This design comes from an exercise in tuning for small area, a short achievable clock period and few clock cycles on the open sky130 flow, not from production work.
In this exercise RTL edits were held to simulation tests only and were not proved equivalent to the original.
Power is estimated from default activity; no workload was simulated.

## vpu_core
module vpu_core (
    input  logic               clk,
    input  logic               rst_n,
    input  logic               en,
    output vpu_pkg::pc_t       pc,
    input  vpu_pkg::instr_t    instr,
    output vpu_pkg::mem_addr_t mem_addr,
    output logic               mem_read,
    output logic               mem_write,
    output vpu_pkg::vec_t      mem_wdata,
    input  vpu_pkg::vec_t      mem_rdata,
    output logic               data_out_vld,
    output vpu_pkg::vec_t      data_out,
    output vpu_pkg::reg_addr_t reg_wb
);
    logic [7:0]         id_sel_a;
    logic [7:0]         id_sel_b;
    logic               id_sel_imm;
    logic               id_use_a;
    logic               id_use_b;
    logic               id_writes;
    logic               id_arith;
    logic               id_sub;
    logic               id_and;
    logic               id_or;
    logic               id_xor;
    logic               id_load;
    logic               id_store;
    logic               id_jump;
    logic               stall;
    logic               advance;
    logic [7:0]         rf_valid;
    logic               id_wr_a;
    logic               id_wr_b;
    logic [7:0]         rd_sel_a;
    logic [7:0]         rd_sel_b;
    logic               rd_sel_imm;
    logic               rd_wr_a;
    logic               rd_wr_b;
    logic               rd_use_a;
  ...
For scale: about 3300 cells after synthesis, ~810 flip-flops, about 250 I/O pins, about 0.040 mm² of cells after synthesis.
==> flow/config.mk <==
export PLATFORM = sky130hd
export DESIGN_NAME = vpu_core
export DESIGN_NICKNAME = vpu_core
export VERILOG_FILES = /design/flow/design.v
export SDC_FILE = /design/flow/constraint.sdc
export NUM_CORES = 4
export LEC_CHECK = 0
export CAP_MARGIN = 20
export CORE_MARGIN = 2
export CORE_UTILIZATION = 40
export SETUP_SLACK_MARGIN = 2.9
export SLEW_MARGIN = 20
==> flow/constraint.sdc <==
create_clock -name core_clock -period 5.5 [get_ports {clk}]
set_input_delay 1.1000 -clock core_clock [delete_from_list [all_inputs] [get_ports {clk}]]
set_output_delay 1.1000 -clock core_clock [all_outputs]
set_load 0.01 [all_outputs]
run.sh (not shown) runs the stock make flow with config.mk's settings and CLKGATE_MAP_FILE= SYNTH_SCRIPT=/design/flow/synth_recipe.tcl, a recipe that flattens the netlist after the stock synthesis.
The first run completed with no timing, DRC or antenna violations.
Testbench counts at the start, summed over its fixed seeds: cycles 18,085.
Edit:
==> flow/flow/run.sh (new file) <==
#!/bin/bash
set -euo pipefail
cd "$(dirname "$0")/.."
export BUFFER_PORTS_ARGS="-buffer_cell sky130_fd_sc_hd__buf_1"
bash standard.sh finish > standard_flow.log 2>&1
==> flow/standard.sh (new file) <==
#!/bin/bash
# synth_recipe.tcl (not shown) runs the flow's synth.tcl, then flattens the netlist and writes it again
# the make line also repeats each setting of config.mk as NAME=value (left out here)
make -C /OpenROAD-flow-scripts/flow DESIGN_CONFIG=/design/flow/config.mk WORK_HOME=/design/flow/orfs CLKGATE_MAP_FILE= SYNTH_SCRIPT=/design/flow/synth_recipe.tcl "${@:-finish}"
- CTS_BUF_LIST: not set -> sky130_fd_sc_hd__clkbuf_16
- CTS_CLUSTER_DIAMETER: not set -> 100
- CTS_CLUSTER_SIZE: not set -> 24
- SETUP_SLACK_MARGIN: 2.9 -> 3.0
removed: flow/run.sh
Outcome: The new run completed without violations; clock-buffer cell count goes down by 54; setup slack improved by 0.012 ns; sequential share of layout area goes up by 2.3 points; final area shrinks by 4.6%; total power shrinks by 19%.
Edit:
==> flow/run.sh (new file) <==
#!/bin/bash
# synth_recipe.tcl (not shown) runs the flow's synth.tcl, then flattens the netlist and writes it again
# the make line also repeats each setting of config.mk as NAME=value (left out here)
make -C /OpenROAD-flow-scripts/flow DESIGN_CONFIG=/design/flow/config.mk WORK_HOME=/design/flow/orfs CLKGATE_MAP_FILE= SYNTH_SCRIPT=/design/flow/synth_recipe.tcl finish
- CTS_BUF_LIST: sky130_fd_sc_hd__clkbuf_16 -> not set
- CTS_CLUSTER_DIAMETER: 100 -> not set
- CTS_CLUSTER_SIZE: 24 -> not set
- SETUP_SLACK_MARGIN: 3.0 -> 2.6
removed: flow/flow/run.sh
removed: flow/standard.sh
The changed run went through all stages and came out clean.
Non-clock buffer count went down by 130.
Core utilization increases by 0.33 points.
Setup slack gets worse by 0.13 ns.
Fmax fell by 4.3%.
Sequential cell count stays the same.

[port drivers added, routing unchanged]
No port has a modelled driver above. Below, the same layouts with a new extraction and two added sets of constraints.
Step 1 (the two cells are an assumption about what drives the block):
set clk [get_ports {clk}]
set_driving_cell -lib_cell sky130_fd_sc_hd__clkbuf_16 $clk
set_driving_cell -lib_cell sky130_fd_sc_hd__buf_2 [delete_from_list [all_inputs] $clk]
Step 2 times the ports against the registers' clock, not the clock port: input delays grow and output delays shrink by t, the midpoint of the rising clock arrivals with the driver on.
a / b / c = ideal / step 1 / step 2; a / b = the first two.
run | t, ns | setup WS [ns] | worst register clock-pin slew, ns
the first run | 0.730 | 2.715 / 2.714 / 2.156 | 0.07 / 0.07
the second run | 0.683 | 2.726 / 2.674 / 2.262 | 0.11 / 0.11
the third run | 0.730 | 2.600 / 2.495 / 2.151 | 0.07 / 0.07
After both steps every run listed still meets setup and hold. The setup slack of the first run, which loses most, moves by -0.001 ns with the drivers and by -0.559 ns with both steps.
